This design comes from an exercise in tuning for small area on the open sky130 flow, not from production work.
Function was checked by simulation only, so behaviour that the tests miss may differ from the original.
Power is estimated from default activity; no workload was simulated.

<file path="design/flow/config.mk">
export PLATFORM = sky130hd
export DESIGN_NAME = executeBranchTop
export DESIGN_NICKNAME = executeBranchTop
export VERILOG_FILES = /design/flow/design.v
export SDC_FILE = /design/flow/constraint.sdc
export NUM_CORES = 4
export LEC_CHECK = 0
export CAP_MARGIN = 20
export CORE_MARGIN = 2
export CORE_UTILIZATION = 40
export CTS_BUF_LIST = sky130_fd_sc_hd__clkbuf_4 sky130_fd_sc_hd__clkbuf_8
export SLEW_MARGIN = 20
export SYNTH_HIERARCHICAL = 1
</file>
<file path="design/flow/constraint.sdc">
create_clock -name core_clock -period 6.0 [get_ports {clockSignal}]
set_input_delay 1.2000 -clock core_clock [delete_from_list [all_inputs] [get_ports {clockSignal}]]
set_output_delay 1.2000 -clock core_clock [all_outputs]
set_load 0.01 [all_outputs]
</file>
<file path="design/flow/design.v">
package cpuDefsPkg;
    localparam int dataWidth = 32;
    localparam int immWidth = 16;                    
    localparam int fieldWidth = 6;                   
    localparam int opcodeLsb = 26;
    localparam int functLsb = 0;
    localparam int immLsb = 0;
    localparam int historyBits = 7;
    localparam int tableDepth = 1 << historyBits;    
    localparam int counterBits = 2;
    typedef logic [dataWidth-1:0] dataWord;
    typedef logic [historyBits-1:0] historyType;
    typedef logic [counterBits-1:0] counterType;
    typedef logic [fieldWidth-1:0] opcodeType;
    typedef logic [fieldWidth-1:0] functType;
    localparam counterType counterInit = 2'd2;       
    localparam counterType counterMax = 2'd3;
    localparam counterType counterMin = 2'd0;
    localparam counterType takenThreshold = 2'd2;
    localparam opcodeType opcodeRType = 6'd0;
    localparam opcodeType opcodeSlti = 6'd10;
    localparam opcodeType opcodeLw = 6'd35;
    localparam opcodeType opcodeSw = 6'd43;
    localparam opcodeType opcodeBeq = 6'd4;
    localparam functType functAdd = 6'd32;
    localparam functType functSub = 6'd34;
    localparam functType functSlt = 6'd42;
    typedef enum logic [1:0] {
        aluAdd = 2'd0,
        aluSub = 2'd1,
        aluSlt = 2'd2
    } aluOpType;
endpackage
module instructionExecute (
    input  logic               instrValid,
    input  cpuDefsPkg::dataWord instruction,
    input  cpuDefsPkg::dataWord operandA,
    input  cpuDefsPkg::dataWord operandB,
    input  cpuDefsPkg::dataWord pcPlus4,
    output logic               resultValidNext,
    output logic               overflowNext,
    output logic               branchValidNext,
    output logic               branchTakenNext,
    output cpuDefsPkg::dataWord resultNext
);
    cpuDefsPkg::opcodeType opcodeField;
    cpuDefsPkg::functType functField;
    logic [cpuDefsPkg::immWidth-1:0] immField;
    cpuDefsPkg::dataWord immExtended;
    cpuDefsPkg::dataWord branchOffset;
    cpuDefsPkg::dataWord firstOperand;
    cpuDefsPkg::dataWord secondOperand;
    cpuDefsPkg::dataWord adderB;
    cpuDefsPkg::dataWord sumResult;                  
    logic sumSign;
    logic isRType;
    logic isSupported;
    logic isBranch;
    logic selBranch;
    logic useImmediate;
    logic subtract;
    logic selLess;
    logic lessThan;
    logic addOverflow;
    assign opcodeField = instruction[cpuDefsPkg::opcodeLsb +: cpuDefsPkg::fieldWidth];
    assign functField = instruction[cpuDefsPkg::functLsb +: cpuDefsPkg::fieldWidth];
    assign immField = instruction[cpuDefsPkg::immLsb +: cpuDefsPkg::immWidth];
    assign immExtended = {{(cpuDefsPkg::dataWidth-cpuDefsPkg::immWidth){immField[cpuDefsPkg::immWidth-1]}}, immField};
    assign branchOffset = {immExtended[cpuDefsPkg::dataWidth-3:0], 2'b00};
    assign isRType = opcodeField == cpuDefsPkg::opcodeRType;
    assign isBranch = opcodeField == cpuDefsPkg::opcodeBeq;
    assign isSupported = (isRType && (functField == cpuDefsPkg::functAdd ||
                                      functField == cpuDefsPkg::functSub ||
                                      functField == cpuDefsPkg::functSlt)) ||
                         opcodeField == cpuDefsPkg::opcodeSlti ||
                         opcodeField == cpuDefsPkg::opcodeLw ||
                         opcodeField == cpuDefsPkg::opcodeSw;
    assign selBranch = opcodeField[2];
    assign useImmediate = opcodeField[1];
    assign subtract = opcodeField[1] ? !opcodeField[0] : (functField[1] && !opcodeField[2]);
    assign selLess = opcodeField[1] ? !opcodeField[0] : (functField[3] && !opcodeField[2]);
    assign branchTakenNext = (operandA == operandB);              
    assign firstOperand = selBranch ? pcPlus4 : operandA;
    assign secondOperand = selBranch ? (branchTakenNext ? branchOffset : '0) :
                           (useImmediate ? immExtended : operandB);
    assign adderB = secondOperand ^ {cpuDefsPkg::dataWidth{subtract}};
    adderBrentKung u_adder (
        .a        (firstOperand),
        .b        (adderB),
        .carryIn  (subtract),
        .zeroHigh (selLess),
        .signRaw  (sumSign),
        .sum      (sumResult)
    );
    assign addOverflow = (operandA[cpuDefsPkg::dataWidth-1] == adderB[cpuDefsPkg::dataWidth-1]) &&
                         (sumSign != operandA[cpuDefsPkg::dataWidth-1]);
    assign lessThan = sumSign ^ addOverflow;
    assign resultNext = {sumResult[cpuDefsPkg::dataWidth-1:1], selLess ? lessThan : sumResult[0]};
    assign resultValidNext = instrValid && isSupported;
    assign overflowNext = resultValidNext && !subtract && addOverflow;
    assign branchValidNext = instrValid && isBranch;
endmodule
module prefixAoi (
    input  logic gHigh,
    input  logic pHigh,
    input  logic gLow,
    input  logic pLow,
    output logic gOutN,
    output logic pOutN
);
    assign gOutN = !(gHigh | (pHigh & gLow));
    assign pOutN = !(pHigh & pLow);
endmodule
module prefixOai (
    input  logic gHighN,
    input  logic pHighN,
    input  logic gLowN,
    input  logic pLowN,
    output logic gOut,
    output logic pOut
);
    assign gOut = !(gHighN & (pHighN | gLowN));
    assign pOut = !(pHighN | pLowN);
endmodule
module prefixAoiG (
    input  logic gHigh,
    input  logic pHigh,
    input  logic gLow,
    output logic gOutN
);
    assign gOutN = !(gHigh | (pHigh & gLow));
endmodule
module prefixOaiG (
    input  logic gHighN,
    input  logic pHighN,
    input  logic gLowN,
    output logic gOut
);
    assign gOut = !(gHighN & (pHighN | gLowN));
endmodule
module prefixInv (
    input  logic in,
    output logic out
);
    assign out = !in;
endmodule
module adderBrentKung (
    input  logic [31:0] a,
    input  logic [31:0] b,
    input  logic        carryIn,
    input  logic        zeroHigh,        
    output logic        signRaw,         
    output logic [31:0] sum
);
    logic [31:0] p;
    logic [31:0] g;
    logic n1;
    logic n2;
    logic n3;
    logic n4;
    logic n5;
    logic n6;
    logic n7;
    logic n8;
    logic n9;
    logic n10;
    logic n11;
    logic n12;
    logic n13;
    logic n14;
    logic n15;
    logic n16;
    logic n17;
    logic n18;
    logic n19;
    logic n20;
    logic n21;
    logic n22;
    logic n23;
    logic n24;
    logic n25;
    logic n26;
    logic n27;
    logic n28;
    logic n29;
    logic n30;
    logic n31;
    logic n32;
    logic n33;
    logic n34;
    logic n35;
    logic n36;
    logic n37;
    logic n38;
    logic n39;
    logic n40;
    logic n41;
    logic n42;
    logic n43;
    logic n44;
    logic n45;
    logic n46;
    logic n47;
    logic n48;
    logic n49;
    logic n50;
    logic n51;
    logic n52;
    logic n53;
    logic n54;
    logic n55;
    logic n56;
    logic n57;
    logic n58;
    logic n59;
    logic n60;
    logic n61;
    logic n62;
    logic n63;
    logic n64;
    logic n65;
    logic n66;
    logic n67;
    logic n68;
    logic n69;
    logic n70;
    logic n71;
    logic n72;
    logic n73;
    logic n74;
    logic n75;
    logic n76;
    logic n77;
    logic n78;
    logic n79;
    logic n80;
    logic n81;
    logic n82;
    logic n83;
    logic n84;
    logic n85;
    logic n86;
    logic n87;
    logic n88;
    logic n89;
    logic n90;
    logic n91;
    logic n92;
    logic n93;
    logic n94;
    logic n95;
    assign p = a ^ b;
    assign g = a & b;
    prefixAoiG u_n1 (.gHigh(g[0]), .pHigh(p[0]), .gLow(carryIn), .gOutN(n1));
    prefixInv u_n2 (.in(n1), .out(n2));
    prefixAoiG u_n3 (.gHigh(g[1]), .pHigh(p[1]), .gLow(n2), .gOutN(n3));
    prefixAoi u_n4 (.gHigh(g[3]), .pHigh(p[3]), .gLow(g[2]), .pLow(p[2]), .gOutN(n4), .pOutN(n5));
    prefixAoi u_n6 (.gHigh(g[5]), .pHigh(p[5]), .gLow(g[4]), .pLow(p[4]), .gOutN(n6), .pOutN(n7));
    prefixAoi u_n8 (.gHigh(g[7]), .pHigh(p[7]), .gLow(g[6]), .pLow(p[6]), .gOutN(n8), .pOutN(n9));
    prefixAoi u_n10 (.gHigh(g[9]), .pHigh(p[9]), .gLow(g[8]), .pLow(p[8]), .gOutN(n10), .pOutN(n11));
    prefixAoi u_n12 (.gHigh(g[11]), .pHigh(p[11]), .gLow(g[10]), .pLow(p[10]), .gOutN(n12), .pOutN(n13));
    prefixAoi u_n14 (.gHigh(g[13]), .pHigh(p[13]), .gLow(g[12]), .pLow(p[12]), .gOutN(n14), .pOutN(n15));
    prefixAoi u_n16 (.gHigh(g[15]), .pHigh(p[15]), .gLow(g[14]), .pLow(p[14]), .gOutN(n16), .pOutN(n17));
    prefixAoi u_n18 (.gHigh(g[17]), .pHigh(p[17]), .gLow(g[16]), .pLow(p[16]), .gOutN(n18), .pOutN(n19));
    prefixAoi u_n20 (.gHigh(g[19]), .pHigh(p[19]), .gLow(g[18]), .pLow(p[18]), .gOutN(n20), .pOutN(n21));
    prefixAoi u_n22 (.gHigh(g[21]), .pHigh(p[21]), .gLow(g[20]), .pLow(p[20]), .gOutN(n22), .pOutN(n23));
    prefixAoi u_n24 (.gHigh(g[23]), .pHigh(p[23]), .gLow(g[22]), .pLow(p[22]), .gOutN(n24), .pOutN(n25));
    prefixAoi u_n26 (.gHigh(g[25]), .pHigh(p[25]), .gLow(g[24]), .pLow(p[24]), .gOutN(n26), .pOutN(n27));
    prefixAoi u_n28 (.gHigh(g[27]), .pHigh(p[27]), .gLow(g[26]), .pLow(p[26]), .gOutN(n28), .pOutN(n29));
    prefixAoi u_n30 (.gHigh(g[29]), .pHigh(p[29]), .gLow(g[28]), .pLow(p[28]), .gOutN(n30), .pOutN(n31));
    prefixAoi u_n32 (.gHigh(g[31]), .pHigh(p[31]), .gLow(g[30]), .pLow(p[30]), .gOutN(n32), .pOutN(n33));
    prefixOaiG u_n34 (.gHighN(n4), .pHighN(n5), .gLowN(n3), .gOut(n34));
    prefixOai u_n35 (.gHighN(n8), .pHighN(n9), .gLowN(n6), .pLowN(n7), .gOut(n35), .pOut(n36));
    prefixOai u_n37 (.gHighN(n12), .pHighN(n13), .gLowN(n10), .pLowN(n11), .gOut(n37), .pOut(n38));
    prefixOai u_n39 (.gHighN(n16), .pHighN(n17), .gLowN(n14), .pLowN(n15), .gOut(n39), .pOut(n40));
    prefixOai u_n41 (.gHighN(n20), .pHighN(n21), .gLowN(n18), .pLowN(n19), .gOut(n41), .pOut(n42));
    prefixOai u_n43 (.gHighN(n24), .pHighN(n25), .gLowN(n22), .pLowN(n23), .gOut(n43), .pOut(n44));
    prefixOai u_n45 (.gHighN(n28), .pHighN(n29), .gLowN(n26), .pLowN(n27), .gOut(n45), .pOut(n46));
    prefixOai u_n47 (.gHighN(n32), .pHighN(n33), .gLowN(n30), .pLowN(n31), .gOut(n47), .pOut(n48));
    prefixAoiG u_n49 (.gHigh(n35), .pHigh(n36), .gLow(n34), .gOutN(n49));
    prefixAoi u_n50 (.gHigh(n39), .pHigh(n40), .gLow(n37), .pLow(n38), .gOutN(n50), .pOutN(n51));
    prefixAoi u_n52 (.gHigh(n43), .pHigh(n44), .gLow(n41), .pLow(n42), .gOutN(n52), .pOutN(n53));
    prefixAoi u_n54 (.gHigh(n47), .pHigh(n48), .gLow(n45), .pLow(n46), .gOutN(n54), .pOutN(n55));
    prefixOaiG u_n56 (.gHighN(n50), .pHighN(n51), .gLowN(n49), .gOut(n56));
    prefixOai u_n57 (.gHighN(n54), .pHighN(n55), .gLowN(n52), .pLowN(n53), .gOut(n57), .pOut(n58));
    prefixAoiG u_n59 (.gHigh(n57), .pHigh(n58), .gLow(n56), .gOutN(n59));
    prefixInv u_n60 (.in(n56), .out(n60));
    prefixOaiG u_n61 (.gHighN(n52), .pHighN(n53), .gLowN(n60), .gOut(n61));
    prefixInv u_n62 (.in(n49), .out(n62));
    prefixAoiG u_n63 (.gHigh(n37), .pHigh(n38), .gLow(n62), .gOutN(n63));
    prefixAoiG u_n64 (.gHigh(n41), .pHigh(n42), .gLow(n56), .gOutN(n64));
    prefixAoiG u_n65 (.gHigh(n45), .pHigh(n46), .gLow(n61), .gOutN(n65));
    prefixInv u_n66 (.in(n34), .out(n66));
    prefixOaiG u_n67 (.gHighN(n6), .pHighN(n7), .gLowN(n66), .gOut(n67));
    prefixOaiG u_n68 (.gHighN(n10), .pHighN(n11), .gLowN(n49), .gOut(n68));
    prefixOaiG u_n69 (.gHighN(n14), .pHighN(n15), .gLowN(n63), .gOut(n69));
    prefixInv u_n70 (.in(n56), .out(n70));
    prefixOaiG u_n71 (.gHighN(n18), .pHighN(n19), .gLowN(n70), .gOut(n71));
    prefixOaiG u_n72 (.gHighN(n22), .pHighN(n23), .gLowN(n64), .gOut(n72));
    prefixInv u_n73 (.in(n61), .out(n73));
    prefixOaiG u_n74 (.gHighN(n26), .pHighN(n27), .gLowN(n73), .gOut(n74));
    prefixOaiG u_n75 (.gHighN(n30), .pHighN(n31), .gLowN(n65), .gOut(n75));
    prefixInv u_n76 (.in(n3), .out(n76));
    prefixAoiG u_n77 (.gHigh(g[2]), .pHigh(p[2]), .gLow(n76), .gOutN(n77));
    prefixAoiG u_n78 (.gHigh(g[4]), .pHigh(p[4]), .gLow(n34), .gOutN(n78));
    prefixAoiG u_n79 (.gHigh(g[6]), .pHigh(p[6]), .gLow(n67), .gOutN(n79));
    prefixInv u_n80 (.in(n49), .out(n80));
    prefixAoiG u_n81 (.gHigh(g[8]), .pHigh(p[8]), .gLow(n80), .gOutN(n81));
    prefixAoiG u_n82 (.gHigh(g[10]), .pHigh(p[10]), .gLow(n68), .gOutN(n82));
    prefixInv u_n83 (.in(n63), .out(n83));
    prefixAoiG u_n84 (.gHigh(g[12]), .pHigh(p[12]), .gLow(n83), .gOutN(n84));
    prefixAoiG u_n85 (.gHigh(g[14]), .pHigh(p[14]), .gLow(n69), .gOutN(n85));
    prefixAoiG u_n86 (.gHigh(g[16]), .pHigh(p[16]), .gLow(n56), .gOutN(n86));
    prefixAoiG u_n87 (.gHigh(g[18]), .pHigh(p[18]), .gLow(n71), .gOutN(n87));
    prefixInv u_n88 (.in(n64), .out(n88));
    prefixAoiG u_n89 (.gHigh(g[20]), .pHigh(p[20]), .gLow(n88), .gOutN(n89));
    prefixAoiG u_n90 (.gHigh(g[22]), .pHigh(p[22]), .gLow(n72), .gOutN(n90));
    prefixAoiG u_n91 (.gHigh(g[24]), .pHigh(p[24]), .gLow(n61), .gOutN(n91));
    prefixAoiG u_n92 (.gHigh(g[26]), .pHigh(p[26]), .gLow(n74), .gOutN(n92));
    prefixInv u_n93 (.in(n65), .out(n93));
    prefixAoiG u_n94 (.gHigh(g[28]), .pHigh(p[28]), .gLow(n93), .gOutN(n94));
    prefixAoiG u_n95 (.gHigh(g[30]), .pHigh(p[30]), .gLow(n75), .gOutN(n95));
    assign sum[0] = p[0] ^ carryIn;
    assign sum[1] = (p[1] ^ !n1) & !zeroHigh;
    assign sum[2] = (p[2] ^ !n3) & !zeroHigh;
    assign sum[3] = (p[3] ^ !n77) & !zeroHigh;
    assign sum[4] = (p[4] ^ n34) & !zeroHigh;
    assign sum[5] = (p[5] ^ !n78) & !zeroHigh;
    assign sum[6] = (p[6] ^ n67) & !zeroHigh;
    assign sum[7] = (p[7] ^ !n79) & !zeroHigh;
    assign sum[8] = (p[8] ^ !n49) & !zeroHigh;
    assign sum[9] = (p[9] ^ !n81) & !zeroHigh;
    assign sum[10] = (p[10] ^ n68) & !zeroHigh;
    assign sum[11] = (p[11] ^ !n82) & !zeroHigh;
    assign sum[12] = (p[12] ^ !n63) & !zeroHigh;
    assign sum[13] = (p[13] ^ !n84) & !zeroHigh;
    assign sum[14] = (p[14] ^ n69) & !zeroHigh;
    assign sum[15] = (p[15] ^ !n85) & !zeroHigh;
    assign sum[16] = (p[16] ^ n56) & !zeroHigh;
    assign sum[17] = (p[17] ^ !n86) & !zeroHigh;
    assign sum[18] = (p[18] ^ n71) & !zeroHigh;
    assign sum[19] = (p[19] ^ !n87) & !zeroHigh;
    assign sum[20] = (p[20] ^ !n64) & !zeroHigh;
    assign sum[21] = (p[21] ^ !n89) & !zeroHigh;
    assign sum[22] = (p[22] ^ n72) & !zeroHigh;
    assign sum[23] = (p[23] ^ !n90) & !zeroHigh;
    assign sum[24] = (p[24] ^ n61) & !zeroHigh;
    assign sum[25] = (p[25] ^ !n91) & !zeroHigh;
    assign sum[26] = (p[26] ^ n74) & !zeroHigh;
    assign sum[27] = (p[27] ^ !n92) & !zeroHigh;
    assign sum[28] = (p[28] ^ !n65) & !zeroHigh;
    assign sum[29] = (p[29] ^ !n94) & !zeroHigh;
    assign sum[30] = (p[30] ^ n75) & !zeroHigh;
    assign sum[31] = (p[31] ^ !n95) & !zeroHigh;
    assign signRaw = p[31] ^ !n95;
endmodule
module entrySelect (
    input  logic lowSelN,
    input  logic highSelN,
    output logic entryEnable
);
    assign entryEnable = !(lowSelN || highSelN);
endmodule
module predictorEntry (
    input  logic clockSignal,
    input  logic entryEnable,
    input  logic nextHi,
    input  logic nextLo,
    output logic counterHi,
    output logic counterLo
);
    always_ff @(posedge clockSignal) begin
        if (entryEnable) begin
            counterHi <= nextHi;
            counterLo <= nextLo;
        end
    end
endmodule
module readSelect3 (
    input  logic [2:0] entryEnable,
    input  logic [2:0] counterBit,
    output logic readN
);
    assign readN = !(|(entryEnable & counterBit));
endmodule
module predictorRead (
    input  logic [cpuDefsPkg::tableDepth-1:0] entryEnable,
    input  logic [cpuDefsPkg::tableDepth-1:0] counterBit,
    output logic readBit
);
    localparam int groups = (cpuDefsPkg::tableDepth + 2) / 3;
    logic [3*groups-1:0] paddedEnable;
    logic [3*groups-1:0] paddedBit;
    logic [groups-1:0] groupN;
    assign paddedEnable = {{(3*groups-cpuDefsPkg::tableDepth){1'b0}}, entryEnable};
    assign paddedBit = {{(3*groups-cpuDefsPkg::tableDepth){1'b0}}, counterBit};
    for (genvar g = 0; g < groups; g++) begin : g_group
        readSelect3 u_select (
            .entryEnable (paddedEnable[3*g +: 3]),
            .counterBit  (paddedBit[3*g +: 3]),
            .readN       (groupN[g])
        );
    end
    assign readBit = !(&groupN);
endmodule
module globalHistoryPredictor (
    input  logic clockSignal,
    input  logic resetSignal,
    input  logic branchValidNext,
    input  logic branchTakenNext,
    output logic predictedTaken
);
    cpuDefsPkg::historyType historyReg;
    logic [cpuDefsPkg::tableDepth-1:0] counterHi;     
    logic [cpuDefsPkg::tableDepth-1:0] counterLo;     
    logic [7:0]  lowSelN;                             
    logic [15:0] highSelN;                            
    logic [cpuDefsPkg::tableDepth-1:0] entryEnable;   
    logic readHi;
    logic readLo;
    logic nextHi;
    logic nextLo;
    always_comb begin
        for (int j = 0; j < 8; j++) begin
            lowSelN[j] = !((branchValidNext && (historyReg[2:0] == j[2:0])) || resetSignal);
        end
        for (int k = 0; k < 16; k++) begin
            highSelN[k] = !((historyReg[6:3] == k[3:0]) || resetSignal);
        end
    end
    for (genvar i = 0; i < cpuDefsPkg::tableDepth; i++) begin : g_entry
        entrySelect u_select (
            .lowSelN     (lowSelN[i % 8]),
            .highSelN    (highSelN[i / 8]),
            .entryEnable (entryEnable[i])
        );
        predictorEntry u_entry (
            .clockSignal (clockSignal),
            .entryEnable (entryEnable[i]),
            .nextHi      (nextHi),
            .nextLo      (nextLo),
            .counterHi   (counterHi[i]),
            .counterLo   (counterLo[i])
        );
    end
    predictorRead u_readHi (.entryEnable(entryEnable), .counterBit(counterHi), .readBit(readHi));
    predictorRead u_readLo (.entryEnable(entryEnable), .counterBit(counterLo), .readBit(readLo));
    assign predictedTaken = readHi;
    assign nextHi = resetSignal || (readHi & readLo) || (branchTakenNext & (readHi | readLo));
    assign nextLo = !resetSignal && (branchTakenNext ? (readHi | !readLo) : (readHi & !readLo));
    always_ff @(posedge clockSignal) begin
        if (resetSignal) begin
            historyReg <= '0;
        end else if (branchValidNext) begin
            historyReg <= {historyReg[cpuDefsPkg::historyBits-2:0], branchTakenNext};  
        end
    end
endmodule
module branchResolver (
    input  logic               clockSignal,
    input  logic               resetSignal,
    input  logic               resultValidNext,
    input  logic               overflowNext,
    input  logic               branchValidNext,
    input  logic               branchTakenNext,
    input  logic               predictedTaken,
    input  cpuDefsPkg::dataWord resultNext,
    output logic               resultValid,
    output logic               overflowFlag,
    output logic               branchResolved,
    output logic               branchTaken,
    output logic               predictedTakenOut,
    output logic               mispredict,
    output cpuDefsPkg::dataWord resultData,
    output cpuDefsPkg::dataWord redirectPc
);
    cpuDefsPkg::dataWord resultReg;
    always_ff @(posedge clockSignal) begin
        if (resetSignal) begin
            resultValid <= 1'b0;
            overflowFlag <= 1'b0;
            branchResolved <= 1'b0;
            branchTaken <= 1'b0;
            predictedTakenOut <= 1'b0;
            mispredict <= 1'b0;
        end else begin
            resultValid <= resultValidNext;
            overflowFlag <= overflowNext;
            branchResolved <= branchValidNext;
            branchTaken <= branchValidNext && branchTakenNext;
            predictedTakenOut <= branchValidNext && predictedTaken;
            mispredict <= branchValidNext && (branchTakenNext != predictedTaken);
        end
    end
    always_ff @(posedge clockSignal) begin
        resultReg <= resultNext;
    end
    assign resultData = resultReg;
    assign redirectPc = resultReg;
endmodule
module executeBranchTop (
    input  logic               clockSignal,
    input  logic               resetSignal,
    input  logic               instrValid,
    input  cpuDefsPkg::dataWord instruction,
    input  cpuDefsPkg::dataWord operandA,
    input  cpuDefsPkg::dataWord operandB,
    input  cpuDefsPkg::dataWord pcPlus4,
    output logic               resultValid,
    output cpuDefsPkg::dataWord resultData,
    output logic               overflowFlag,
    output logic               branchResolved,
    output logic               branchTaken,
    output logic               predictedTakenOut,
    output logic               mispredict,
    output cpuDefsPkg::dataWord redirectPc
);
    logic resultValidNext;
    logic overflowNext;
    logic branchValidNext;
    logic branchTakenNext;
    logic predictedTaken;
    cpuDefsPkg::dataWord resultNext;
    instructionExecute u_execute (
        .instrValid      (instrValid),
        .instruction     (instruction),
        .operandA        (operandA),
        .operandB        (operandB),
        .pcPlus4         (pcPlus4),
        .resultValidNext (resultValidNext),
        .overflowNext    (overflowNext),
        .branchValidNext (branchValidNext),
        .branchTakenNext (branchTakenNext),
        .resultNext      (resultNext)
    );
    globalHistoryPredictor u_predictor (
        .clockSignal     (clockSignal),
        .resetSignal     (resetSignal),
        .branchValidNext (branchValidNext),
        .branchTakenNext (branchTakenNext),
        .predictedTaken  (predictedTaken)
    );
    branchResolver u_resolver (
        .clockSignal       (clockSignal),
        .resetSignal       (resetSignal),
        .resultValidNext   (resultValidNext),
        .overflowNext      (overflowNext),
        .branchValidNext   (branchValidNext),
        .branchTakenNext   (branchTakenNext),
        .predictedTaken    (predictedTaken),
        .resultNext        (resultNext),
        .resultValid       (resultValid),
        .overflowFlag      (overflowFlag),
        .branchResolved    (branchResolved),
        .branchTaken       (branchTaken),
        .predictedTakenOut (predictedTakenOut),
        .mispredict        (mispredict),
        .resultData        (resultData),
        .redirectPc        (redirectPc)
    );
endmodule
</file>
<file path="design/flow/flow/run.sh">
#!/bin/bash
# The standard layout (the standard.sh, unchanged synthesis), with the port
# buffers made from the smallest buffer cell instead of the default delay buffer,
# and a clock tree with larger sink clusters and no dummy loads.
set -euo pipefail
bash standard.sh \
  "BUFFER_PORTS_ARGS=-buffer_cell sky130_fd_sc_hd__buf_1" \
  "CTS_ARGS=-sink_clustering_enable -repair_clock_nets -buf_list {sky130_fd_sc_hd__clkbuf_4 sky130_fd_sc_hd__clkbuf_8} -sink_clustering_size 18 -sink_clustering_max_diameter 80 -dont_use_dummy_load" \
  finish > standard_flow.log 2>&1
</file>
<file path="design/flow/standard.sh">
#!/bin/bash
# synth_recipe.tcl (not shown) runs the flow's synth.tcl, then flattens the netlist and writes it again
# the make line also repeats each setting of config.mk as NAME=value (left out here)
make -C /OpenROAD-flow-scripts/flow DESIGN_CONFIG=/design/flow/config.mk WORK_HOME=/design/flow/orfs CLKGATE_MAP_FILE= SYNTH_SCRIPT=/design/flow/synth_recipe.tcl "${@:-finish}"
</file>
==> summary.log, run 1 <==
qor: floorplanning.die_h 191 um
qor: power_and_ir_drop.cellLeakagePower 5.00 nW
qor: cells_and_area.num-nets-final 1446
qor: cells_and_area.nFillCells 3159
qor: synth.synth_register_bits 301
qor: global_routing.vias_in_the_first_global_route 9304
qor: global_routing.grt.overflow.total 0
qor: clock_network.cts.hold.buffers_added 0
qor: synth.synthesized_area_per_cell 12.9 um2
qor: cells_and_area.final_layout_size_suffix_gt1_share 13.0%
qor: clock_network.cts-buffers-inserted 21
qor: clock_network.cts_root_buffer clkbuf_8
qor: clock_network.clock-sinks 301
qor: cells_and_area.post-route-cell-area 15700 um2
qor: routing.post_drt_via_cell_ratio 5.45
qor: floorplanning.top_level_ports 201
qor: global_routing.grt_use_total 18.2%
qor: routing.routed_wl 33600 um
qor: cells_and_area.area_used_by_multi_input_combinational_logic 5020 um2
qor: timing.fin_setup_tns 0 ns
qor: clock_network.clock_tree.buffer_depth 3
qor: critical_path.worst-path-max-fanout 15
qor: floorplanning.floorplan.die_area 36500 um2
qor: clock_network.cts_post_setup_buffers_inserted 0
qor: synth.ys_types 52
qor: critical_path.cp.required 6.47 ns
qor: floorplanning.floorplan.initialDensity 40.6%
qor: critical_path.timing.critical_path.from_type input pin
qor: clock_network.cts_tree built
qor: power_and_ir_drop.ir_drop 0.168 mV
qor: clock_network.clk_pin_slew_worst_paths 0.11 ns
qor: timing.setup_violations 0
qor: hold_path.hold_path_class register to register
qor: run.cap_violations 0
qor: cells_and_area.final_cell_mix edfxtp_1 (256), nor2_1 (197), buf_1 (188), a222oi_1 (86), xor2_1 (58)
qor: synth.synth_async_sr_flop_share 0%
qor: place.detailed_place_hpwl 23300 um
qor: synth.yosys_most_used_dff edfxtp_1
qor: hold_path.holdPathStages 2
qor: clock_network.clock_tree.htree_level_count 1
qor: routing.initialDrtViolationCount 1005
qor: place.place.gp.congestion 0.836
qor: timing.tightestPinTransition 1.03 ns
qor: global_routing.wire_length_of_the_first_global_routing_pass 51900 um
qor: critical_path.crit_type input pin to register
qor: timing.max_slew_violations 0
qor: critical_path.worst-endpoint-arrival 5.68 ns
qor: routing.route.detailed.wl_per_inst 19.3 um
qor: clock_network.cts-resized-gates 0
qor: floorplanning.rows 68
qor: synth.syn_inst 1081
qor: routing.num_vias 9464
qor: timing.fin_crit 5.22 ns
qor: timing.fin_crit_sh 86.9%
qor: timing.slew-limit-headroom 30.9%
qor: synth.synth_sequential_area_ratio 61.4%
qor: routing.drtAntennaViolNets 0
qor: routing.detail_route.drc_violations 0
qor: synth.synth-edff-count 256
qor: synth.synth-warning-count 9
qor: synth.syn-cell-area 14000 um2
qor: routing.dr.pass1.iters 8
qor: floorplanning.die_x 191 um
qor: power_and_ir_drop.power.density 270 nW/um2
qor: timing.max_freq 0.192 GHz
qor: place.port_buffers 190
qor: global_routing.grt_start_max_net_pins 50
qor: cells_and_area.sequential_cell_area 8590 um2
qor: timing.fin_skew 0.0507 ns
qor: floorplanning.placeableCoreArea 34500 um2
qor: place.placement_stage_cell_area 15400 um2
qor: critical_path.setup.worst_path.end_class register
qor: clock_network.clock_insertion_delay_worst_skew 0.57 ns
qor: outcome.run_status finished clean
qor: cells_and_area.antennaDiodeCount 0
qor: timing.rsz0062_at_grt no
qor: global_routing.initial_antenna_violation_count 0
qor: cells_and_area.most_common_cell_after_layout_fill_and_taps_aside edfxtp_1
qor: critical_path.timing.reg2reg.worst_path_depth 11
qor: cells_and_area.layout-area-overhead-vs-synth 12.3%
qor: timing.hold_viol 0
[report_power, final]
| group | total (mW) | internal, mW | switching [mW] |
|---|---|---|---|
| Clock | 0.924 | 0.316 | 0.607 |
| Combinational | 0.901 | 0.347 | 0.554 |
| Sequential | 2.41 | 2.36 | 0.0555 |
[sequential cells by signal, indices dropped and copies added, names as in the netlist]
| name | cells |
|---|---|
| u_predictor.g_entry.u_entry.counterHi | 128 |
| u_resolver.resultValid | 1 |
| u_resolver.resultReg | 32 |
| u_predictor.g_entry.u_entry.counterLo | 128 |
| u_predictor.historyReg | 7 |
| u_resolver.overflowFlag | 1 |
| u_resolver.branchResolved | 1 |
| u_resolver.predictedTakenOut | 1 |
| u_resolver.branchTaken | 1 |
| u_resolver.mispredict | 1 |
[per-module statistics from Yosys, one instance, submodules excluded, excerpt]
module	cell area, um2	cells inside	times used	flops+latches
prefixInv	3.75	1	11	0
prefixAoiG	8.76	1	21	0
prefixOaiG	5.00	1	10	0
prefixAoi	12.5	2	16	0
predictorRead	93.8	16	2	0
branchResolver	1050	77	1	38
predictorEntry	60.1	2	128	2
entrySelect	3.75	1	128	0
globalHistoryPredictor	529	70	1	7
adderBrentKung	826	100	1	0
instructionExecute	1800	246	1	0
prefixOai	12.5	2	6	0
readSelect3	10.0	1	86	0
[cell families (layout without fill, tap and decap cells)]
logic type / Yosys count / count (layout) / share of synthesized area [%]
muxes: 53 / 53 / 4.08
xor gates and xnor gates: 100 / 100 / 6.27
AOI/OAI and AO/OA: 214 / 214 / 12.6
buffers and inverters: 78 / 277 / 3.12
other: 2 / 4 / 0.0537
and+or+nand+nor: 302 / 302 / 9.65
adders and majority gates: 31 / 31 / 2.78
DFF: 301 / 301 / 61.4
[critical path, stage by stage]
cell	delay, ns
buf_1	0.19
xor2_1	0.13
nor4_1	0.40
nand4_2	0.27
nor3_2	0.21
buf_4	0.23
a21oi_1	0.10
xnor2_1	0.16
ha_1	0.35
nand2_1	0.07
o21ai_1	0.19
a21oi_2	0.14
o21ai_1	0.25
inv_1	0.06
o21ai_1	0.27
a21oi_2	0.12
o21ai_1	0.24
a21oi_2	0.11
xnor2_1	0.18
or4_1	0.51
a21oi_1	0.12
nor2b_1	0.13
[final cells by class]
class / count / share of cell area (%)
tap: 455 / 3.63
multi-input combinational: 704 / 32.0
sequential: 301 / 54.7
inverter: 17 / 0.407
timing repair buffer: 239 / 7.43
clock buffer: 21 / 1.84
[Yosys cell counts, types with 12 or more instances]
master    instances  area, um2
a21oi_1          35        175
inv_1            16       60.1
mux2i_1          21        210
nand4_1          21        131
mux2_2           31        349
ha_1             31        388
nor4_1           12       75.1
nand2_1          35        131
a21oi_2          37        324
xor2_1           58        508
buf_2            16       80.1
a21o_1           15        113
nor2_1          197        739
buf_4            33        248
dfxtp_1          45        901
a222oi_1         86        861
xnor2_1          42        368
edfxtp_1        256       7690
[worst paths after layout]
path	endpoint	from	slack, ns
hold / removal	u_predictor.historyReg[2]	u_predictor.historyReg[1]	0.60
hold reg to reg	u_predictor.historyReg[2]	u_predictor.historyReg[1]	0.60
setup reg to reg	u_predictor.g_entry[119].u_entry.counterHi	u_predictor.historyReg[1]	1.86
setup / recovery	u_resolver.overflowFlag	operandB[1]	0.78
[per-stage QoR]
step	hold slack, ns	total power, mW	cells	utilization, %	worst slack [ns]
6_report	0.596	4.24	1737	45.5	0.784
3_3_place_gp	0.602	3.36	1715	44.6	0.253
5_1_grt	0.652	4.43	1737	45.5	0.499
3_5_place_dp	0.607	3.36	1715	44.6	0.270
2_1_floorplan	0.542	3.15	1083	-	0.0556
4_1_cts	0.592	4.29	1736	45.5	0.829
[per-layer routing]
layer  vias to the layer above  track usage (%)  share of wire [%]
met3                        39             3.08                5.8
met5                         -                0                  0
met2                       290             30.1                 47
met1                      4610             24.9                 45
li1                       4525                -                  -
met4                         0             4.71                1.9
==> inputs of run 2 (changes only) <==
==> design/flow/flow/run.sh (replaced) <==
#!/bin/bash
# The standard layout (the standard.sh, unchanged synthesis), with the port
# buffers made from the smallest buffer cell instead of the default delay buffer,
# a clock tree with larger sink clusters and no dummy loads, and gates on paths
# with slack sized down after global routing (RECOVER_POWER).
set -euo pipefail
bash standard.sh \
  "BUFFER_PORTS_ARGS=-buffer_cell sky130_fd_sc_hd__buf_1" \
  "CTS_ARGS=-sink_clustering_enable -repair_clock_nets -buf_list {sky130_fd_sc_hd__clkbuf_4 sky130_fd_sc_hd__clkbuf_8} -sink_clustering_size 18 -sink_clustering_max_diameter 80 -dont_use_dummy_load" \
  RECOVER_POWER=100 \
  finish > standard_flow.log 2>&1
--- a/design/flow/config.mk
+++ b/design/flow/config.mk
@@ -8,5 +8,5 @@
 export CAP_MARGIN = 20
 export CORE_MARGIN = 2
-export CORE_UTILIZATION = 40
+export CORE_UTILIZATION = 65
 export CTS_BUF_LIST = sky130_fd_sc_hd__clkbuf_4 sky130_fd_sc_hd__clkbuf_8
 export SLEW_MARGIN = 20
==> summary.log, run 2 <==
qor: floorplanning.die_h 151 um [was 191 um]
qor: synth.synth.top_cell.area_share 55.0% [unchanged]
qor: timing.fin_crit_sh 92.7% [was 86.9%]
qor: timing.rsz0062_at_grt no [unchanged]
qor: clock_network.clock_tree.buffer_depth 3 [unchanged]
qor: cells_and_area.area_used_by_multi_input_combinational_logic 4960 um2 [was 5020 um2]
qor: routing.routed_wl 32400 um [was 33600 um]
qor: timing.tightestPinTransition 1.31 ns [was 1.03 ns]
qor: synth.syn-cell-area 14000 um2 [unchanged]
qor: critical_path.critical_path.startpoint instruction[26] [was operandB[1]]
qor: cells_and_area.final_cell_mix edfxtp_1 (256), nor2_1 (197), buf_1 (187), a222oi_1 (86), xor2_1 (58) [was edfxtp_1 (256), nor2_1 (197), buf_1 (188), a222oi_1 (86), xor2_1 (58)]
qor: global_routing.initial_antenna_violation_count 2 [was 0]
qor: global_routing.vias_in_the_first_global_route 9413 [was 9304]
qor: synth.synth_sequential_area_ratio 61.4% [unchanged]
qor: timing.setup_violations 0 [unchanged]
qor: power_and_ir_drop.ir_drop 0.242 mV [was 0.168 mV]
qor: synth.synth_async_sr_flop_share 0% [unchanged]
qor: cells_and_area.final_layout_size_suffix_gt1_share 10.4% [was 13.0%]
qor: clock_network.cts.hold.buffers_added 0 [unchanged]
qor: floorplanning.floorplan.die_area 22700 um2 [was 36500 um2]
qor: hold_path.hold_path_end u_predictor.historyReg[3] [was u_predictor.historyReg[2]]
qor: floorplanning.die_x 151 um [was 191 um]
qor: timing.fin_crit 5.56 ns [was 5.22 ns]
qor: place.detailed_place_hpwl 23400 um [was 23300 um]
qor: critical_path.cp.required 6.17 ns [was 6.47 ns]
qor: critical_path.regToRegSetupSlack 1.15 ns [was 1.86 ns]
qor: global_routing.grt_start_max_net_pins 88 [was 50]
qor: timing.max_slew_violations 0 [unchanged]
qor: hold_path.holdPathStages 2 [unchanged]
qor: clock_network.cts_tree built [unchanged]
qor: place.placedCellCount 1528 [was 1715]
qor: cells_and_area.layout-area-overhead-vs-synth 8.85% [was 12.3%]
qor: synth.synth.area.top_cells edfxtp_1 (55%), dfxtp_1 (6.4%), a222oi_1 (6.2%) [unchanged]
qor: place.placement_stage_cell_area 15000 um2 [was 15400 um2]
qor: critical_path.setup.worst_path.end_class register [unchanged]
qor: timing.fin_skew 0.0455 ns [was 0.0507 ns]
qor: timing.slew-limit-headroom 12.2% [was 30.9%]
qor: floorplanning.rows 53 [was 68]
qor: floorplanning.placeableCoreArea 21100 um2 [was 34500 um2]
qor: synth.syn_inst 1081 [unchanged]
qor: critical_path.worstReg2RegStart u_predictor.historyReg[1] [unchanged]
qor: synth.yosys.cell_count.top_type edfxtp_1 [unchanged]
qor: critical_path.timing.critical_path.from_type input pin [unchanged]
qor: timing.hold-worst-slack 0.571 ns [was 0.596 ns]
qor: routing.initialDrtViolationCount 1033 [was 1005]
qor: hold_path.hold_path_class register to register [unchanged]
qor: synth.synthesized_area_per_cell 12.9 um2 [unchanged]
qor: cells_and_area.antennaDiodeCount 0 [unchanged]
qor: synth.synth-edff-count 256 [unchanged]
qor: synth.synth_register_bits 301 [unchanged]
qor: critical_path.timing.reg2reg.worst_path_depth 11 [unchanged]
qor: global_routing.grt.overflow.total 0 [unchanged]
qor: cells_and_area.final_core_util 72.1% [was 45.5%]
qor: cells_and_area.sequential_cell_area 8590 um2 [unchanged]
qor: global_routing.grt_use_total 28.7% [was 18.2%]
qor: routing.drtAntennaViolNets 0 [unchanged]
qor: clock_network.cts_root_buffer clkbuf_8 [unchanged]
qor: clock_network.clk_pin_slew_worst_paths 0.10 ns [was 0.11 ns]
qor: global_routing.wire_length_of_the_first_global_routing_pass 50300 um [was 51900 um]
qor: clock_network.cts_post_setup_buffers_inserted 0 [unchanged]
qor: routing.dr.pass1.iters 6 [was 8]
qor: timing.max_freq 0.180 GHz [was 0.192 GHz]
qor: synth.synthDominantAreaCellType edfxtp_1 [unchanged]
qor: timing.hold_viol 0 [unchanged]
qor: routing.num_vias 9681 [was 9464]
qor: routing.route.detailed.wl_per_inst 20.9 um [was 19.3 um]
qor: clock_network.clock_tree.htree_level_count 1 [unchanged]
qor: cells_and_area.most_common_cell_after_layout_fill_and_taps_aside edfxtp_1 [unchanged]
qor: critical_path.worst-path-max-fanout 87 [was 15]
qor: synth.synth-warning-count 9 [unchanged]
qor: critical_path.crit_type input pin to register [unchanged]
qor: timing.fin_setup_tns 0 ns [unchanged]
qor: cells_and_area.top_regs u_predictor.g_entry.u_entry.counterHi x128, u_predictor.g_entry.u_entry.counterLo x128, u_resolver.resultReg x32 [unchanged]
qor: run.cap_violations 0 [unchanged]
qor: clock_network.cts-buffers-inserted 21 [unchanged]
qor: power_and_ir_drop.cellLeakagePower 4.88 nW [was 5.00 nW]
qor: power_and_ir_drop.power.density 276 nW/um2 [was 270 nW/um2]
qor: clock_network.cts-resized-gates 0 [unchanged]
qor: synth.yosys_most_used_dff edfxtp_1 [unchanged]
qor: critical_path.worst-endpoint-arrival 5.73 ns [was 5.68 ns]
qor: synth.ys_types 52 [unchanged]
qor: synth.synth_top_cells_by_count edfxtp_1 (256), nor2_1 (197), a222oi_1 (86), xor2_1 (58), dfxtp_1 (45) [unchanged]
qor: cells_and_area.num-nets-final 1438 [was 1446]
qor: outcome.run_status finished clean [unchanged]
qor: floorplanning.top_level_ports 201 [unchanged]
qor: clock_network.clock-sinks 301 [unchanged]
qor: place.port_buffers 190 [unchanged]
qor: critical_path.rr_endpoint u_predictor.g_entry[78].u_entry.counterHi [was u_predictor.g_entry[119].u_entry.counterHi]
qor: hold_path.worstHoldStart u_predictor.historyReg[2] [was u_predictor.historyReg[1]]
qor: floorplanning.floorplan.initialDensity 66.3% [was 40.6%]
qor: cells_and_area.nFillCells 1515 [was 3159]
qor: cells_and_area.post-route-cell-area 15200 um2 [was 15700 um2]
qor: cells_and_area.post_layout_nonfiller_instances 1549 [was 1737]
qor: routing.detail_route.drc_violations 0 [unchanged]
qor: place.place.gp.congestion 0.890 [was 0.836]
qor: clock_network.clock_insertion_delay_worst_skew 0.56 ns [was 0.57 ns]
qor: routing.post_drt_via_cell_ratio 6.25 [was 5.45]
-- run 2: cell types whose count changed in the layout (fill, tap and decap cells not counted), sizes merged --
cell	before	now
buf	237	213
clkbuf	23	39
clkinv	2	1
inv	15	16
-- run 2: through the flow --
step	setup slack (ns)	total power [mW]
floorplan	0.0556	3.15
global placement	0.330	3.34
detailed placement	0.304	3.35
CTS	0.864	4.23
global route	0.281	4.38
finish	0.440	4.21
-- run 2: cells by family after synthesis --
| kind of cell | count (synthesis) | share of synthesized area (%) |
|---|---|---|
| AND/OR/NAND/NOR | 302 | 9.65 |
| flip-flops | 301 | 61.4 |
| AO/OA/AOI/OAI | 214 | 12.6 |
| XOR/XNOR | 100 | 6.27 |
| buffers and inverters | 78 | 3.12 |
| multiplexers | 53 | 4.08 |
| adder cells (fa/ha/maj) | 31 | 2.78 |
| other | 2 | 0.0537 |
-- run 2: cell type report --
cell class	count	area share, %
Multi-Input combinational cell	704	32.6
Inverter	17	0.419
Clock buffer	21	1.90
Sequential cell	301	56.4
Timing Repair Buffer	231	6.36
Tap cell	275	2.26
-- run 2: modules after synthesis (local to each module, per instance), a selection --
module,copies in the design,cells inside
prefixOaiG,10,1
globalHistoryPredictor,1,70
entrySelect,128,1
readSelect3,86,1
prefixOai,6,2
prefixInv,11,1
instructionExecute,1,246
prefixAoiG,21,1
predictorEntry,128,2
predictorRead,2,16
prefixAoi,16,2
branchResolver,1,77
adderBrentKung,1,100
-- run 2: metal layers --
| metal | up-vias | share of wire [%] | global-route usage (%) |
|---|---|---|---|
| met4 | 4 | 2.2 | 7.10 |
| li1 | 4505 | - | - |
| met1 | 4702 | 43 | 40.2 |
| met2 | 410 | 48 | 47.5 |
| met5 | - | 0.086 | 0 |
| met3 | 60 | 6.9 | 4.79 |
-- run 2: how the worst max path moves through the flow --
stage,end,slack [ns],cells past startpoint
floorplan,u_predictor.g_entry[0].u_entry.counterLo,0.06,14
global placement,u_resolver.overflowFlag,0.33,22
detailed placement,u_resolver.overflowFlag,0.30,22
CTS,u_resolver.overflowFlag,0.86,22
global route,u_predictor.g_entry[74].u_entry.counterLo,0.28,14
finish,u_predictor.g_entry[78].u_entry.counterHi,0.44,14
-- run 2: power by group --
group	total (mW)	switching, mW	leakage (nW)	internal, mW
sequential	2.42	0.0576	2.42	2.36
combinational	0.883	0.552	2.31	0.332
clock	0.906	0.589	0.151	0.316
total	4.21	1.20	4.88	3.01
-- run 2: worst max-delay path: stages --
cell and delay (ns):
clkbuf_1 0.29, or3_1 0.18, nor4_1 0.07, buf_4 0.21
a31oi_1 0.93, buf_4 0.35, nor2_1 0.12, a222oi_1 0.39
nand4_1 0.22, nor4_1 0.53, nand3_1 0.40, a21oi_1 0.35
o21bai_4 0.08, buf_4 0.35
==> inputs of run 3 (changes only) <==
--- a/design/flow/config.mk
+++ b/design/flow/config.mk
@@ -8,5 +8,5 @@
 export CAP_MARGIN = 20
 export CORE_MARGIN = 2
-export CORE_UTILIZATION = 65
+export CORE_UTILIZATION = 40
 export CTS_BUF_LIST = sky130_fd_sc_hd__clkbuf_4 sky130_fd_sc_hd__clkbuf_8
 export SLEW_MARGIN = 20
==> summary.log, run 3 <==
qor: outcome.run_status finished clean [unchanged]
qor: synth.synth-warning-count 9 [unchanged]
qor: clock_network.clk_pin_slew_worst_paths 0.11 ns [was 0.10 ns]
qor: clock_network.cts-resized-gates 0 [unchanged]
qor: synth.synth_register_bits 301 [unchanged]
qor: hold_path.hold_path_class register to register [unchanged]
qor: synth.synth.top_cell.area_share 55.0% [unchanged]
qor: global_routing.initial_antenna_violation_count 0 [was 2]
qor: cells_and_area.num-nets-final 1446 [was 1438]
qor: clock_network.cts-buffers-inserted 21 [unchanged]
qor: synth.yosys_most_used_dff edfxtp_1 [unchanged]
qor: synth.syn-cell-area 14000 um2 [unchanged]
qor: cells_and_area.top_regs u_predictor.g_entry.u_entry.counterHi x128, u_predictor.g_entry.u_entry.counterLo x128, u_resolver.resultReg x32 [unchanged]
qor: clock_network.cts_root_buffer clkbuf_8 [unchanged]
qor: power_and_ir_drop.swShare 28.6% [was 28.5%]
qor: routing.drtAntennaViolNets 0 [unchanged]
qor: routing.route.detailed.wl_per_inst 19.4 um [was 20.9 um]
qor: run.cap_violations 0 [unchanged]
qor: synth.synth_async_sr_flop_share 0% [unchanged]
qor: timing.hold_viol 0 [unchanged]
qor: critical_path.setup.worst_path.end_class register [unchanged]
qor: cells_and_area.antennaDiodeCount 0 [unchanged]
qor: cells_and_area.layout-area-overhead-vs-synth 11.5% [was 8.85%]
qor: synth.synth-edff-count 256 [unchanged]
qor: power_and_ir_drop.power.density 271 nW/um2 [was 276 nW/um2]
qor: global_routing.vias_in_the_first_global_route 9304 [was 9413]
qor: place.place.gp.congestion 0.836 [was 0.890]
qor: timing.max_slew_violations 0 [unchanged]
qor: cells_and_area.final_layout_size_suffix_gt1_share 11.2% [was 10.4%]
qor: floorplanning.die_h 191 um [was 151 um]
qor: place.port_buffers 190 [unchanged]
qor: global_routing.grt_use_total 18.2% [was 28.7%]
qor: cells_and_area.final_cell_mix edfxtp_1 (256), nor2_1 (197), buf_1 (186), a222oi_1 (86), xor2_1 (58) [was edfxtp_1 (256), nor2_1 (197), buf_1 (187), a222oi_1 (86), xor2_1 (58)]
qor: cells_and_area.nFillCells 3186 [was 1515]
qor: timing.fin_crit_sh 90.5% [was 92.7%]
qor: synth.synth_sequential_area_ratio 61.4% [unchanged]
qor: synth.synth_top_cells_by_count edfxtp_1 (256), nor2_1 (197), a222oi_1 (86), xor2_1 (58), dfxtp_1 (45) [unchanged]
qor: power_and_ir_drop.cellLeakagePower 4.95 nW [was 4.88 nW]
qor: power_and_ir_drop.post-layout-total-power 4.22 mW [was 4.21 mW]
qor: timing.tightestPinTransition 1.03 ns [was 1.31 ns]
qor: floorplanning.floorplan.die_area 36500 um2 [was 22700 um2]
qor: place.placement_stage_cell_area 15400 um2 [was 15000 um2]
qor: routing.post_drt_via_cell_ratio 5.46 [was 6.25]
qor: routing.initialDrtViolationCount 932 [was 1033]
qor: routing.routed-wl-met2 15900 um [was 15500 um]
qor: synth.synth.area.top_cells edfxtp_1 (55%), dfxtp_1 (6.4%), a222oi_1 (6.2%) [unchanged]
qor: place.detailed_place_hpwl 23300 um [was 23400 um]
qor: power_and_ir_drop.switchingPower 1.21 mW [was 1.20 mW]
qor: clock_network.cts_post_setup_buffers_inserted 0 [unchanged]
qor: routing.detail_route.drc_violations 0 [unchanged]
qor: cells_and_area.most_common_cell_after_layout_fill_and_taps_aside edfxtp_1 [unchanged]
qor: timing.fin_crit 5.43 ns [was 5.56 ns]
qor: cells_and_area.area_used_by_multi_input_combinational_logic 4950 um2 [was 4960 um2]
qor: power_and_ir_drop.p_comb_share 20.9% [was 21.0%]
qor: clock_network.clock-sinks 301 [unchanged]
qor: floorplanning.placeableCoreArea 34500 um2 [was 21100 um2]
qor: routing.routed_wl 33600 um [was 32400 um]
qor: place.placedCellCount 1715 [was 1528]
qor: floorplanning.die_x 191 um [was 151 um]
qor: clock_network.cts.hold.buffers_added 0 [unchanged]
qor: synth.ys_types 52 [unchanged]
qor: routing.maxUsedRoutingLayer met4 [was met5]
qor: clock_network.clock_tree.htree_level_count 1 [unchanged]
qor: routing.wl_met3 1800 um [was 2230 um]
qor: critical_path.worst-endpoint-arrival 5.90 ns [was 5.73 ns]
qor: critical_path.crit_type input pin to register [unchanged]
qor: timing.slew-limit-headroom 31.1% [was 12.2%]
qor: timing.fin_skew 0.0514 ns [was 0.0455 ns]
qor: timing.max_freq 0.184 GHz [was 0.180 GHz]
qor: power_and_ir_drop.internal_power 3.01 mW [about the same]
qor: global_routing.grt_start_max_net_pins 50 [was 88]
qor: cells_and_area.post_layout_nonfiller_instances 1737 [was 1549]
qor: cells_and_area.post-route-cell-area 15600 um2 [was 15200 um2]
qor: power_and_ir_drop.sequentialPowerShare 57.2% [was 57.5%]
qor: cells_and_area.final_core_util 45.2% [was 72.1%]
qor: synth.syn_inst 1081 [unchanged]
qor: clock_network.clock_insertion_delay_worst_skew 0.57 ns [was 0.56 ns]
qor: critical_path.worst-path-max-fanout 15 [was 87]
qor: synth.yosys.cell_count.top_type edfxtp_1 [unchanged]
qor: timing.rsz0062_at_grt no [unchanged]
qor: floorplanning.floorplan.initialDensity 40.6% [was 66.3%]
qor: power_and_ir_drop.ir_drop 0.168 mV [was 0.242 mV]
qor: routing.num_vias 9481 [was 9681]
qor: timing.fin_setup_tns 0 ns [unchanged]
qor: clock_network.cts_tree built [unchanged]
qor: critical_path.cp.required 6.46 ns [was 6.17 ns]
qor: clock_network.clock_tree.buffer_depth 3 [unchanged]
qor: global_routing.wire_length_of_the_first_global_routing_pass 51900 um [was 50300 um]
qor: global_routing.grt.overflow.total 0 [unchanged]
qor: routing.met1Wirelength 15300 um [was 14000 um]
qor: critical_path.timing.critical_path.from_type input pin [unchanged]
qor: cells_and_area.sequential_cell_area 8590 um2 [unchanged]
qor: timing.setup_violations 0 [unchanged]
qor: floorplanning.top_level_ports 201 [unchanged]
qor: power_and_ir_drop.pwr-share-clk 21.9% [was 21.5%]
qor: synth.synthDominantAreaCellType edfxtp_1 [unchanged]
qor: routing.dr.pass1.iters 5 [was 6]
qor: floorplanning.rows 68 [was 53]
qor: synth.synthesized_area_per_cell 12.9 um2 [unchanged]
==> run 3: per-layer routing <==
layer  global-route usage, %  up-vias
met5                       0        -
met4                    4.71        0
met3                    3.08       35
met2                    30.1      272
met1                    24.9     4639
li1                        -     4535
==> run 3: cell type report <==
| class | count | area share (%) |
|---|---|---|
| Timing Repair Buffer | 239 | 7.19 |
| Tap cell | 455 | 3.65 |
| Inverter | 17 | 0.409 |
| Sequential cell | 301 | 55.1 |
| Multi-Input combinational cell | 704 | 31.8 |
| Clock buffer | 21 | 1.85 |
==> run 3: modules after synthesis (local to each module, per instance), excerpt <==
module                  flops+latches  copies in the design
instructionExecute                  0                     1
adderBrentKung                      0                     1
entrySelect                         0                   128
readSelect3                         0                    86
prefixOaiG                          0                    10
predictorEntry                      2                   128
prefixInv                           0                    11
prefixAoiG                          0                    21
prefixAoi                           0                    16
prefixOai                           0                     6
predictorRead                       0                     2
branchResolver                     38                     1
globalHistoryPredictor              7                     1
==> run 3: power groups by stage <==
stage | clock network (mW) | logic (mW) | registers, mW
floorplan | 0 | 0.663 | 2.48
global placement | 0 | 0.899 | 2.46
detailed placement | 0 | 0.899 | 2.46
CTS | 0.967 | 0.906 | 2.42
global route | 1.02 | 0.968 | 2.42
finish | 0.924 | 0.883 | 2.41
==> run 3: metrics by stage <==
| step | hold WS (ns) | setup slack (ns) |
|---|---|---|
| final | 0.580 | 0.568 |
| after global routing | 0.644 | 0.290 |
| after detailed placement | 0.607 | 0.270 |
| after CTS | 0.592 | 0.829 |
| after global placement | 0.602 | 0.253 |
| after floorplan | 0.542 | 0.0556 |
==> run 3: path summary, 6_finish.rpt <==
| path | cells past startpoint | startpoint | slack, ns | endpoint |
|---|---|---|---|---|
| max | 22 | operandB[1] | 0.57 | u_resolver.overflowFlag |
| min | 2 | u_predictor.historyReg[1] | 0.58 | u_predictor.historyReg[2] |
| max reg2reg | 12 | u_predictor.historyReg[1] | 1.36 | u_predictor.g_entry[10].u_entry.counterLo |
| min reg2reg | 2 | u_predictor.historyReg[1] | 0.58 | u_predictor.historyReg[2] |
==> run 3: cell families after synthesis <==
family,count (synthesis),synth area share [%]
DFF,301,61.4
xor gates and xnor gates,100,6.27
adders and majority gates,31,2.78
muxes,53,4.08
AOI/OAI and AO/OA,214,12.6
buffers and inverters,78,3.12
other,2,0.0537
and+or+nand+nor,302,9.65
==> run 3: worst max-delay path, stage by stage <==
cell,delay (ns)
buf_1,0.13
xor2_1,0.18
nor4_1,0.35
nand4_1,0.33
nor3_1,0.26
buf_4,0.24
a21oi_1,0.10
xnor2_1,0.16
ha_1,0.34
a21oi_2,0.14
o21ai_0,0.12
a21oi_1,0.46
o21ai_1,0.20
inv_1,0.08
o21ai_1,0.12
a21oi_2,0.21
o21ai_1,0.14
a21oi_2,0.20
xnor2_1,0.15
or4_1,0.51
a21oi_1,0.12
nor2b_1,0.13

[afterwards: timing with drivers on the ports]
No port has a modelled driver above. Below, the same layouts with a new extraction and two added sets of constraints. Step 1 assumes that a clkbuf_16 drives the clock port and a buf_2 every other input. Step 2 adds t to the input delays and takes it off the output delays; t is the mean of the earliest and latest rising clock arrival at the registers after step 1. Input paths then give back, and output paths get back, about the clock's delay inside the block. Slacks: ideal / step 1 / step 2; pairs: ideal / step 1.
run | t (ns) | slack for setup (ns) | worst register clock-pin slew, ns | worst slew at a driven data input, ns
run 1 | 0.595 | 0.784 / 0.805 / 0.209 | 0.11 / 0.11 | 0.09
run 2 | 0.572 | 0.440 / 0.443 / -0.128 | 0.11 / 0.11 | 0.07
run 3 | 0.595 | 0.568 / 0.590 / -0.005 | 0.11 / 0.11 | 0.08
With both steps, setup timing fails in run 2 and run 3, where it was met with ideal ports. For run 1, which loses most, drivers alone change the setup slack by +0.021 ns; drivers and shift together by -0.575 ns.
